From an optimization exercise on the open Yosys and OpenROAD flow, aimed at small area; shortcuts taken in it are not production practice.
Only simulation tests tie the RTL to the original design; equivalence was not proved.
Power and IR drop assume default switching activity.

[design/flow/config.mk]
export PLATFORM = sky130hd
export DESIGN_NAME = param_register_file
export DESIGN_NICKNAME = param_register_file
export VERILOG_FILES = /design/flow/design.v
export SDC_FILE = /design/flow/constraint.sdc
export NUM_CORES = 4
export LEC_CHECK = 0
export CAP_MARGIN = 0
export CORE_MARGIN = 2
export CORE_UTILIZATION = 45
export CTS_BUF_LIST = sky130_fd_sc_hd__clkbuf_4
export CTS_CLUSTER_DIAMETER = 30
export CTS_CLUSTER_SIZE = 8
export SLEW_MARGIN = 0
export SYNTH_HIERARCHICAL = 1
export SYNTH_MINIMUM_KEEP_SIZE = 0
[design/flow/run.sh]
#!/bin/bash
# synth_recipe.tcl (not shown) runs the flow's synth.tcl, then flattens the netlist and writes it again
# the make line also repeats each setting of config.mk as NAME=value (left out here)
make -C /OpenROAD-flow-scripts/flow DESIGN_CONFIG=/design/flow/config.mk WORK_HOME=/design/flow/orfs CLKGATE_MAP_FILE= SYNTH_SCRIPT=/design/flow/synth_recipe.tcl finish
[design/flow/constraint.sdc]
create_clock -name core_clock -period 6.0 [get_ports {clk}]
set_input_delay 1.2000 -clock core_clock [delete_from_list [all_inputs] [get_ports {clk}]]
set_output_delay 1.2000 -clock core_clock [all_outputs]
set_load 0.01 [all_outputs]
[design/flow/design.v]
module prf_hold (
  input  logic i_en,
  input  logic i_en_n,
  input  logic i_w,
  input  logic i_q,
  output logic o_d
);
  assign o_d = (i_en && i_w) || (i_en_n && i_q);
endmodule
module prf_aoi222 (
  input  logic [2:0] i_s,
  input  logic [2:0] i_d,
  output logic       o_y
);
  assign o_y = !(|(i_s & i_d));
endmodule
module prf_nand4 (
  input  logic [3:0] i_a,
  output logic       o_y
);
  assign o_y = !(&i_a);
endmodule
module prf_nand2 (
  input  logic [1:0] i_a,
  output logic       o_y
);
  assign o_y = !(&i_a);
endmodule
module prf_or3 (
  input  logic [2:0] i_a,
  output logic       o_y
);
  assign o_y = |i_a;
endmodule
module prf_rbit (
  input  logic [31:0] i_s,
  input  logic [31:0] i_d,
  output logic        o_y
);
  logic [11:0] w_n;
  logic [2:0]  w_o;
  for (genvar g = 0; g < 10; g++) begin : g_a
    prf_aoi222 u_aoi (.i_s(i_s[3*g +: 3]), .i_d(i_d[3*g +: 3]), .o_y(w_n[g]));
  end
  for (genvar g = 0; g < 2; g++) begin : g_p
    prf_nand2 u_nd (.i_a({i_s[30+g], i_d[30+g]}), .o_y(w_n[10+g]));
  end
  for (genvar g = 0; g < 3; g++) begin : g_c
    prf_nand4 u_nd (.i_a(w_n[4*g +: 4]), .o_y(w_o[g]));
  end
  prf_or3 u_or (.i_a(w_o), .o_y(o_y));
endmodule
module param_register_file #(
  parameter int WIDTH     = 32,
  parameter int DEPTH     = 32,
  parameter int ZERO_REG0 = 1,
  parameter int BYPASS    = 1,
  parameter int AW        = $clog2(DEPTH)
) (
  input  logic             clk,
  input  logic             rst,
  input  logic             we,
  input  logic [AW-1:0]    waddr,
  input  logic [WIDTH-1:0] wdata,
  input  logic [AW-1:0]    raddr1,
  input  logic [AW-1:0]    raddr2,
  output logic [WIDTH-1:0] rdata1,
  output logic [WIDTH-1:0] rdata2,
  input  logic             sb_set,
  input  logic [AW-1:0]    sb_addr,
  output logic             rpend1,
  output logic             rpend2,
  input  logic             clr_req,
  output logic             clr_busy,
  output logic             wr_drop
);
  localparam int unsigned DEPTH_U = DEPTH;
  localparam logic [AW-1:0] LAST  = AW'(DEPTH - 1);
  localparam int FIRST = (ZERO_REG0 != 0) ? 1 : 0;
  localparam int NIN = 1 + DEPTH - FIRST;
  logic          r_busy;      
  logic [AW-1:0] r_cnt;       
  logic          r_wr_drop;
  logic w_wr_ok;
  logic w_set_ok;
  assign w_wr_ok  = we && !r_busy && (32'(waddr) < DEPTH_U) &&
                    !((ZERO_REG0 != 0) && (waddr == '0));
  assign w_set_ok = sb_set && !r_busy && (32'(sb_addr) < DEPTH_U) &&
                    !((ZERO_REG0 != 0) && (sb_addr == '0));
  always_ff @(posedge clk or posedge rst) begin
    if (rst) begin
      r_busy    <= 1'b0;
      r_cnt     <= '0;
      r_wr_drop <= 1'b0;
    end else begin
      r_wr_drop <= r_busy && we;
      if (r_busy) begin
        if (r_cnt == LAST) begin
          r_busy <= 1'b0;
          r_cnt  <= '0;
        end else begin
          r_cnt  <= r_cnt + 1'b1;
        end
      end else if (clr_req) begin
        r_busy <= 1'b1;
      end
    end
  end
  assign clr_busy = r_busy;
  assign wr_drop  = r_wr_drop;
  logic [WIDTH-1:0] r_data  [DEPTH];
  logic [DEPTH-1:0] r_valid;
  logic [DEPTH-1:0] r_pend;
  logic [DEPTH-1:0] w_ve;       
  for (genvar g = 0; g < DEPTH; g++) begin : g_ent
    if (g < FIRST) begin : g_zero
      assign r_data[g]  = '0;
      assign r_valid[g] = 1'b0;
      assign r_pend[g]  = 1'b0;
      assign w_ve[g]    = 1'b0;
    end else begin : g_reg
      logic             w_wr, w_set, w_clr;
      logic [WIDTH-1:0] w_d;
      assign w_wr  = w_wr_ok  && (waddr   == AW'(g));
      assign w_set = w_set_ok && (sb_addr == AW'(g));
      assign w_clr = r_busy   && (r_cnt   == AW'(g));
      assign w_ve[g] = r_valid[g] && !w_wr;
      for (genvar b = 0; b < WIDTH; b++) begin : g_bit
        prf_hold u_hold (
          .i_en   (w_wr),
          .i_en_n (!w_wr),
          .i_w    (wdata[b]),
          .i_q    (r_data[g][b]),
          .o_d    (w_d[b])
        );
      end
      always_ff @(posedge clk) begin
        r_data[g] <= w_d;
      end
      always_ff @(posedge clk or posedge rst) begin
        if (rst) begin
          r_valid[g] <= 1'b0;
          r_pend[g]  <= 1'b0;
        end else if (w_clr) begin
          r_valid[g] <= 1'b0;
          r_pend[g]  <= 1'b0;
        end else begin
          if (w_wr)      r_valid[g] <= 1'b1;
          if (w_set)     r_pend[g]  <= 1'b1;
          else if (w_wr) r_pend[g]  <= 1'b0;
        end
      end
    end
  end
  logic [1:0][AW-1:0]    w_raddr;
  logic [1:0][WIDTH-1:0] w_rdata;
  logic [1:0]            w_rpend;
  assign w_raddr = {raddr2, raddr1};
  for (genvar p = 0; p < 2; p++) begin : g_rd
    logic           w_byp;
    logic [NIN-1:0] w_sel;
    assign w_byp    = (BYPASS != 0) && w_wr_ok && (waddr == w_raddr[p]);
    assign w_sel[0] = w_byp;
    for (genvar g = FIRST; g < DEPTH; g++) begin : g_sel
      assign w_sel[1 + g - FIRST] = w_ve[g] && (w_raddr[p] == AW'(g));
    end
    for (genvar b = 0; b < WIDTH; b++) begin : g_bit
      logic [NIN-1:0] w_in;
      assign w_in[0] = wdata[b];
      for (genvar g = FIRST; g < DEPTH; g++) begin : g_in
        assign w_in[1 + g - FIRST] = r_data[g][b];
      end
      prf_rbit u_rbit (.i_s(w_sel), .i_d(w_in), .o_y(w_rdata[p][b]));
    end
    assign w_rpend[p] = r_pend[w_raddr[p]];
  end
  assign rdata1 = w_rdata[0];
  assign rdata2 = w_rdata[1];
  assign rpend1 = w_rpend[0];
  assign rpend2 = w_rpend[1];
endmodule
==> run notes, run 1 <==
Summing all placed instances gives a cell area of 48000 um2. The worst-path maximum fanout is 14. In this run the remaining antenna-violating nets after routing total 0. The initial utilization of the core area, before any placement, comes to 0.454.

The weighted congestion reported at the end of routability-driven placement is 0.954. The upper clock frequency limit is 166 MHz. The overall via count from detail_route is 43200. Yosys attributes the largest share of cell area to sky130_fd_sc_hd__dfxtp_1 48%, sky130_fd_sc_hd__a22o_1 21%, sky130_fd_sc_hd__a222oi_1 15%. In this run the cell area of the synthesized design comes to 41700 um2. The leakage power came out at 19.8 nW.

At the pin with the least slew margin, the transition time is 1.23 ns. The ratio of routed vias to standard cells came out at 7.68. The average wire per cell in the routed design is 35.9 um. Setup violations remaining at the end of the flow were counted as 5.

The delay of the slowest critical-path stage is 0.82 ns. The worst hold slack after final layout is 0.501 ns. At the end of the flow, the number of nets in the layout was 4271. The minimum clock period after layout came out at 6.03 ns. The most numerous cell type found on the critical path is sky130_fd_sc_hd__clkdlybuf4s50_1. The count of endpoints failing hold in the final timing report is 0. The growth of design area from synthesis to finish came out at 24.1%. The ratio of total power to cell area is 302 nW/um2. The initial DRC count came out at 9824. The count of hold-fix buffers inserted at cts came out at 0. The mean instance size in the synthesized netlist is 11.6 um2. The width of the die came out at 308 um. Dividing the final minimum period by the clock period gives 1.00.

The vertical die dimension is 308 um. The cell sitting at the root of the clock tree is a sky130_fd_sc_hd__clkbuf_4. The via count of the first global-routing pass came out at 40800. Wires add up to 202000 um. The number of nets produced by synthesis came out at 3642.

The critical path is of the in2out type. Setup repair after global routing could not meet its margin everywhere. The share of final-layout standard cells stronger than drive strength 1 came out at 0.182. The required time at the worst-slack endpoint came out at 4.80 ns. The number of cell rows came out at 111. The count of unique library cells instantiated by Yosys is 57. The total overflow left after global routing is 0. The sequential cell area in the final layout came out at 21600 um2.

The first global-routing pass estimated 286000 um of wire. For this design the top-level I/O count stands at 125. STA classifies the critical path endpoint as an output pin. The count of buffers from port buffering is 124. Traced cell by cell, the critical path runs through clkdlybuf4s50_1 -> nand2_1 -> or2_2 -> nor3_2 -> buf_4 -> a222oi_1 -> nand4_1 -> or3_1 -> clkdlybuf4s50_1. In this run the layout check failures are negative setup slack. The clock-pin transition on the worst setup and hold timing paths is 0.08 ns. The run finished, with violations left.

The area fraction of the dominant cell type after synthesis came out at 0.476. After routing the design area is 51700 um2. In this run the worst hold path is classified as reg2reg.

The count of synthesis-stage warnings from yosys is 9. For this run, the total global-route usage over all layers was measured as 0.408. The number of clock buffers inserted by TritonCTS is 208. The CTS tree is yes. The async set or reset register ratio after synthesis came out at 0.0650. STA puts the critical path data arrival time at 4.83 ns. The clock latency at the later pin of the worst-skew pair is 1.18 ns.

In this run the standard cell core region covers 91800 um2. The power consumption is 15.6 mW. The count of placed standard cells in the final layout, fillers left out came out at 5625. Headroom to the max-slew limit came out at 0.175. The layout has 7941 filler cells. The H-tree was split into 4 levels. The setup total negative slack is -0.0929 ns. The clock passes through at most 3 buffers. The die outline area came out at 95100 um2.

The largest total area in the synthesized netlist belongs to sky130_fd_sc_hd__dfxtp_1. The final core utilization is 0.564. The slowest stage of the critical path is the sky130_fd_sc_hd__nor3_2 cell. Entering global routing, the biggest net connects 38 pins. The post-layout worst setup margin came out at -0.0296 ns. The count of maximum capacitance violations is 0.

The count of state elements after synthesis is 1061. The peak supply drop is 0.242 mV. The dominant synthesized flop cell is sky130_fd_sc_hd__dfxtp_1. On the final layout, the worst clock skew is 0.0530 ns.

The cell total after placement is 5217. The number of antenna violations at the first check in global routing is 9. In the routed design, unresolved DRC markers number 0. The area of the multi-input gates is 20500 um2. Prior to clock tree synthesis, the placed netlist has a worst setup slack of -0.147 ns. STA classifies the critical path startpoint as a primary input.

The number of standard cells after synthesis came out at 3579. After legalization and detailed placement, the total HPWL measured 127000 um. The number of flops mapped to enable cells by yosys is 0. The pre-antenna-repair detailed-routing pass consisted of 17 iterations. The number of max-slew violations in the final report came to 0. The sequential fraction of the synthesis area is 0.518. The clock net in this run drives a total of 1061 sinks.
sequential cells by signal, indices dropped and copies added (netlist names):
| signal | cells |
|---|---|
| r_busy | 1 |
| r_cnt | 5 |
| r_data | 992 |
| r_pend | 31 |
| r_valid | 31 |
| r_wr_drop | 1 |
per-layer routing:
layer,vias up,share of wire,GRT usage
met2,3974,0.41,0.574
met4,6,0.073,0.271
met5,-,0.00021,0.000517
met1,20900,0.37,0.539
li1,17600,-,-
met3,709,0.15,0.122
layout make-up:
| type | instances | share of cell area |
|---|---|---|
| well taps | 1243 | 0.0301 |
| clock buffers | 248 | 0.0360 |
| inverters | 59 | 0.00428 |
| flip-flops and latches | 1061 | 0.417 |
| repair buffers | 454 | 0.0870 |
| multi-input cells | 2424 | 0.396 |
| clock inverters | 131 | 0.0289 |
| diodes | 5 | 0.000242 |
per-module statistics from Yosys, one instance, submodules excluded, excerpt:
module,cells,times used,area [um2]
param_register_file,1563,1,24500
prf_aoi222,1,640,10.0
prf_hold,1,992,8.76
prf_nand2,1,128,3.75
prf_nand4,1,192,6.26
prf_or3,1,64,6.26
path summary, 6_finish.rpt:
path                                  to          start  cells past startpoint  slack (ns)
min                        r_data[13][6]  r_data[13][6]                      1        0.50
max                           rdata2[31]      raddr2[3]                      9       -0.03
min in group asynchronous     r_pend[12]            rst                      2        0.52
max reg2reg                r_data[18][2]         r_busy                      7        2.94
min reg2reg                r_data[13][6]  r_data[13][6]                      1        0.50
max in group asynchronous     r_pend[18]            rst                      3        4.42
timing repair:
action                     4_1_cts  5_1_grt
pin swaps                        3       21
cloned                           0        1
setup endpoints to repair       40       54
gates resized for setup          1       14
buffers inserted                 6       17
layout by cell type, fill, tap and decap left out, types with 69 or more instances in the layout:
cell type	count
sky130_fd_sc_hd__nand2_1	173
sky130_fd_sc_hd__clkbuf_4	248
sky130_fd_sc_hd__nor2_1	75
sky130_fd_sc_hd__clkdlybuf4s50_1	123
sky130_fd_sc_hd__buf_4	267
sky130_fd_sc_hd__a222oi_1	640
sky130_fd_sc_hd__a22o_1	992
sky130_fd_sc_hd__dfrtp_1	69
sky130_fd_sc_hd__nand4_1	199
sky130_fd_sc_hd__dfxtp_1	992
cells in the mapped netlist (all sizes together), types with 13 or more instances:
master,count
nand2,180
nor3,38
dfrtp,69
a21oi,25
buf,23
nor2b,15
or3,66
nand3,32
inv,59
dfxtp,992
nand4,199
nor2,77
a22o,992
clkbuf,13
nor4,24
a222oi,640
a22oi,23
power breakdown:
| part | leakage (nW) | switching, mW | internal (mW) |
|---|---|---|---|
| clock | 1.85 | 3.08 | 3.42 |
| combinational | 9.01 | 0.722 | 0.513 |
| sequential | 8.98 | 0.380 | 7.49 |
kinds of logic after synthesis:
kind of cell / Yosys count / synth area share
muxes: 19 / 0.00837
buffers and inverters: 95 / 0.00957
AOI/OAI and AO/OA: 1715 / 0.375
DFF: 1061 / 0.518
adders and majority gates: 6 / 0.00180
xor gates and xnor gates: 10 / 0.00210
and+or+nand+nor: 673 / 0.0850
critical path: cells and delay by family:
| kind | cells | cell delay, ns |
|---|---|---|
| compound gates | 1 | 0.14 |
| buf+inv | 3 | 1.69 |
| simple gates | 5 | 1.78 |
==> run 2, diff against run 1 <==
==> design/flow/flow/run.sh (new file) <==
#!/bin/bash
# Own layout flow: the standard flow (standard.sh) with these changes.
#  * Ports get a plain sky130_fd_sc_hd__buf_2 buffer instead of the buffer
#    that buffer_ports picks by default (a slow clkdlybuf4s50_1).
#  * Clock tree synthesis uses clkbuf_4 buffers, small sink clusters and no
#    dummy loads.
# Everything else (synthesis, floorplan, power grid, placement, routing) is the
# standard flow. Each make step logs to orfs/logs/...; make's own output goes
# to standard.log in the run folder.
set -euo pipefail
export BUFFER_PORTS_ARGS="-buffer_cell sky130_fd_sc_hd__buf_2"
export CTS_ARGS="-sink_clustering_enable -repair_clock_nets -dont_use_dummy_load -buf_list sky130_fd_sc_hd__clkbuf_4 -sink_clustering_size 8 -sink_clustering_max_diameter 30"
bash standard.sh > standard.log 2>&1
==> design/flow/standard.sh (new file) <==
#!/bin/bash
# synth_recipe.tcl (not shown) runs the flow's synth.tcl, then flattens the netlist and writes it again
# the make line also repeats each setting of config.mk as NAME=value (left out here)
make -C /OpenROAD-flow-scripts/flow DESIGN_CONFIG=/design/flow/config.mk WORK_HOME=/design/flow/orfs CLKGATE_MAP_FILE= SYNTH_SCRIPT=/design/flow/synth_recipe.tcl "${@:-finish}"
--- a/design/flow/config.mk
+++ b/design/flow/config.mk
@@ -10,5 +10,3 @@
 export CORE_UTILIZATION = 45
-export CTS_BUF_LIST = sky130_fd_sc_hd__clkbuf_4
-export CTS_CLUSTER_DIAMETER = 30
-export CTS_CLUSTER_SIZE = 8
+export SETUP_SLACK_MARGIN = 0.1
 export SLEW_MARGIN = 0
removed: design/flow/run.sh
==> run notes, run 2 <==
The flow ran to the end and the layout has no timing, DRC or antenna violations. The number of clock buffers inserted by TritonCTS is 210 (+0.96%). The count of hold-fix buffers inserted at cts is 0 (unchanged). The worst hold path terminates at r_busy.

The count of endpoints failing hold in the final timing report came to 0 (unchanged). After synthesis, the cell types taking the most area are sky130_fd_sc_hd__dfxtp_1 48%, sky130_fd_sc_hd__a22o_1 21%, sky130_fd_sc_hd__a222oi_1 15%. The minimum clock period after layout is 5.87 ns (-0.161 ns). The data arrival time of the critical path is 4.67 ns (-0.16 ns). The number of fill cells is 8195 (+3.2%).

The ratio of total power to cell area is 278 nW/um2 (-8.0%). The setup slack at placement came out at 0.527 ns (+0.674 ns). The wire length after detailed routing came to 210000 um (+3.7%).

The starting density of the core came out at 0.454 (unchanged). The worst setup path is of the reg2out kind. The number of standard cells after synthesis is 3579 (unchanged). The power consumption was 13.2 mW (-16%). The number of cell rows is 111 (unchanged). The width of the die was 308 um (unchanged). The clock-pin transition on the worst setup and hold timing paths came out at 0.06 ns (-0.02 ns). The startpoint identified for the worst hold timing path is clr_req. The mean instance size in the synthesized netlist is 11.6 um2 (unchanged). In the final layout, the registers with the most flip-flops are r_data x992, r_pend x31, r_valid x31.

The overall via count from detail_route came out at 42700 (-1.2%). The weighted congestion reported at the end of routability-driven placement came out at 0.975 (+2.2%). Setup repair after global routing left no endpoint under its margin. The number of sinks handled by clock tree synthesis is 1061 (unchanged). The combined buffer and inverter count along the critical path is 3 (unchanged). The number of instances on the worst hold path came out at 3 (+2). The number of flip-flops in the largest register is 992 (unchanged). The clock network fraction of total power is 0.316 (-0.101).

The setup total negative slack came out at 0 ns (+0.0929 ns). The number of nets produced by synthesis was 3642 (unchanged). The switching power of the nets came to 3.67 mW (-12%). The via count of the first global-routing pass is 39800 (-2.4%). The initial DRC count is 9807 (-0.17%).

The async set or reset register ratio after synthesis came out at 0.0650 (unchanged). STA classifies the critical path endpoint as an output pin. The post-detailed-route count of antenna-violating nets came out at 0 (unchanged). The worst clock skew on the final layout came out at 0.145 ns (+0.0920 ns).

The worst-path maximum fanout is 22 (+8). The critical path starts at r_busy. The cell total after placement came out at 5080 (-2.6%). The max-slew headroom at the worst pin is 0.0855 (-0.0895). The sequential fraction of the synthesis area is 0.518 (unchanged). The upper clock frequency limit came out at 170 MHz (+2.8%).

The maximum number of pins on one net before global-route repair is 70 (+84%). The post-layout worst setup margin was 0.132 ns (+0.161 ns). The number of H-tree branching levels came out at 4 (unchanged). The count of unique library cells instantiated by Yosys came out at 57 (unchanged).

The required time at the worst-slack endpoint is 4.80 ns (about the same). The slew at the pin with the worst max-slew slack is 1.37 ns (+0.140 ns). The origin of the critical flop-to-flop path is r_busy.

The share of total power in combinational logic came out at 0.086 (+0.007). The clock latency at the later pin of the worst-skew pair is 1.19 ns (about the same). The total DRC errors in the routed layout is 0 (unchanged). The critical path goes through and4bb_4 -> buf_4 -> nand4_1 -> nand2_1 -> nor3_4 -> buf_4 -> a222oi_1 -> nand4_1 -> or3_1 -> buf_2. On the critical path, the stage with the largest delay is an instance of sky130_fd_sc_hd__nor3_4. The maximum clock path buffer count came out at 3 (unchanged). The instance area at placement came out at 45800 um2 (-4.6%). The final cell area excluding filler cells is 47500 um2 (-8.2%). The I/O pin total is 125 (unchanged).

The count of buffers from port buffering came to 124 (unchanged). Broken down by cell family, the worst path's largest delay share belongs to simple AND/OR/NAND/NOR gates. The number of antenna violations at the first check in global routing was 16 (+7). The most used flip-flop cell after synthesis is sky130_fd_sc_hd__dfxtp_1. The remaining global-route overflow is 0 (unchanged). The portion of the clock cycle consumed by the worst path in the final layout came out at 0.978 (-0.0269).

The count of synthesis-stage warnings from yosys came out at 9 (unchanged). The count of TritonRoute iterations in the first routing pass came to 14 (-3). The switching share of total power is 0.278 (+0.0100). The count of state elements after synthesis is 1061 (unchanged). The kind of launch point of the worst setup path is a flip-flop. The number of max-slew violations in the final report came out at 0 (unchanged).

The count of maximum capacitance violations is 0 (unchanged). The vertical die dimension came out at 308 um (unchanged). The depth of the most critical reg-to-reg path is 7 (unchanged).

The delay of the slowest critical-path stage is 0.71 ns (-0.11 ns). The internal portion of total power is 9.51 mW (-17%). The leakage power is 18.2 nW (-8.3%). The tree is rooted in a sky130_fd_sc_hd__clkbuf_4. After synthesis, the most frequently instantiated cells are 992 x sky130_fd_sc_hd__a22o_1, 992 x sky130_fd_sc_hd__dfxtp_1, 640 x sky130_fd_sc_hd__a222oi_1. The area fraction of the dominant cell type after synthesis is 0.476 (unchanged).

The growth of design area from synthesis to finish is 13.9%. The number of nets in the final layout was 4114 (-3.7%). The minimum setup slack among reg-to-reg paths is 2.58 ns (-0.36 ns).

The average wire per cell in the routed design came out at 39.4 um (+9.8%). The global routing usage summed across all routing layers came to 0.424 (+0.0160). The top cell type by total area after synthesis is sky130_fd_sc_hd__dfxtp_1.

The top cell types in the final layout, fill and taps aside, are 992 x sky130_fd_sc_hd__a22o_1, 992 x sky130_fd_sc_hd__dfxtp_1, 640 x sky130_fd_sc_hd__a222oi_1. The share of final-layout standard cells stronger than drive strength 1 is 0.154 (-0.0277). The area inside the core boundary is 91800 um2 (unchanged). The endpoint identified for the worst register-to-register timing path is r_data[22][2].

The number of flops mapped to enable cells by yosys is 0 (unchanged). TritonCTS built the clock tree. The HPWL reported at the end of detailed placement came out at 121000 um (-5.2%). The final setup violation count is 0 (-5). The die outline area came out at 95100 um2 (unchanged).

The peak supply drop is 0.270 mV (+11%). The logic depth of the worst setup path including buffers came out at 10 (+1). The worst hold path belongs to the class in2reg. The count of placed standard cells in the final layout, fillers left out came out at 5313 (-5.5%). The post-synth design cell area is 41700 um2 (unchanged). The register name with the most flops is r_data. The ratio of routed vias to standard cells came out at 8.04 (+4.6%).

The sequential share of power came to 0.598 (+0.094). The global-route wire length before repair is 291000 um (+1.9%).
## run 2: cell counts after synthesis
No cell type changed its count.
## run 2: cells by family after synthesis
logic type               after synthesis  share of synthesized area
AO/OA/AOI/OAI                       1715                      0.375
XOR/XNOR                              10                    0.00210
adder cells (fa/ha/maj)                6                    0.00180
buffers and inverters                 95                    0.00957
flip-flops                          1061                      0.518
multiplexers                          19                    0.00837
AND/OR/NAND/NOR                      673                     0.0850
## run 2: layout make-up
cell class	count	area, um2	share of cell area
inverter	59	221	0.00466
tap	1243	1560	0.0328
multi-input combinational	2423	20500	0.432
timing repair buffer	296	1980	0.0417
antenna	21	52.6	0.00111
sequential	1061	21600	0.455
clock buffer	210	1580	0.0332
## run 2: per-stage QoR
step / util / hold slack, ns
finish: 0.517 / 0.307
floorplan: - / 0.460
CTS: 0.516 / 0.255
detailed placement: 0.499 / 0.477
global route: 0.517 / 0.330
global placement: 0.499 / 0.472
## run 2: power by group through the flow
stage / Sequential (mW) / Clock (mW) / Combinational (mW)
2_1_floorplan: 7.89 / 0 / 0.674
3_3_place_gp: 8.00 / 0 / 1.09
3_5_place_dp: 8.00 / 0 / 1.11
4_1_cts: 7.85 / 4.18 / 1.11
5_1_grt: 7.92 / 4.48 / 1.21
6_report: 7.88 / 4.16 / 1.14
## run 2: worst max-delay path by stage
| stage | endpoint | slack [ns] |
|---|---|---|
| 2_1_floorplan | rdata2[0] | 0.11 |
| 3_3_place_gp | rdata2[25] | 0.52 |
| 3_5_place_dp | rdata2[1] | 0.53 |
| 4_1_cts | rdata1[25] | 0.24 |
| 5_1_grt | rdata1[25] | 0.12 |
| 6_report | rdata2[18] | 0.13 |
## run 2: per-module statistics from Yosys (local to each module, per instance), excerpt
module               cells inside  flops+latches  copies in the design  area, um2
param_register_file          1563           1061                     1      24500
prf_aoi222                      1              0                   640       10.0
prf_hold                        1              0                   992       8.76
prf_nand2                       1              0                   128       3.75
prf_nand4                       1              0                   192       6.26
prf_or3                         1              0                    64       6.26
## run 2: metal layers
metal	global-route usage	share of wire
met5	0.00207	0.00054
met4	0.298	0.080
met3	0.160	0.16
met2	0.576	0.39
met1	0.549	0.37
## run 2: tightest hold or removal path: cells and delay by family
kind / cells / cell delay, ns
buf+inv: 2 / 0.13
compound gates: 1 / 0.06
## run 2: timing repair
action	in CTS	in global routing
hold endpoints to repair	0	0
gates resized for setup	0	4
endpoints found under the setup margin	0	4
buffers inserted	0	2

## static timing again, ports no longer ideal
The flow's constraints put no driver on any port. The routed layouts listed below were extracted and timed again, unchanged, in two steps. Step 1: set_driving_cell puts a clkbuf_16 on clk and a buf_2 on each other input, an assumption about the parent block. Step 2 adds t to the input delays and takes it off the output delays; t is the mean of the earliest and latest rising clock arrival at the registers after step 1. Input paths then give back, and output paths get back, about the clock's delay inside the block. Slacks: no drivers / after step 1 / after step 2; pairs: no drivers / after step 1.
run | t (ns) | setup WS [ns] | hold WS [ns] | slew at the worst register clock pin (ns) | cell pins on the clock port's net
run 1 | 1.192 | -0.030 / -0.053 / -0.053 | 0.501 / 0.470 / 0.501 | 0.10 / 0.10 | 1
run 2 | 1.192 | 0.132 / 0.064 / 0.215 | 0.307 / 0.257 / 0.498 | 0.10 / 0.10 | 1
The setup slack of run 1, which loses most, moves by -0.023 ns with the drivers and by -0.023 ns with both steps.
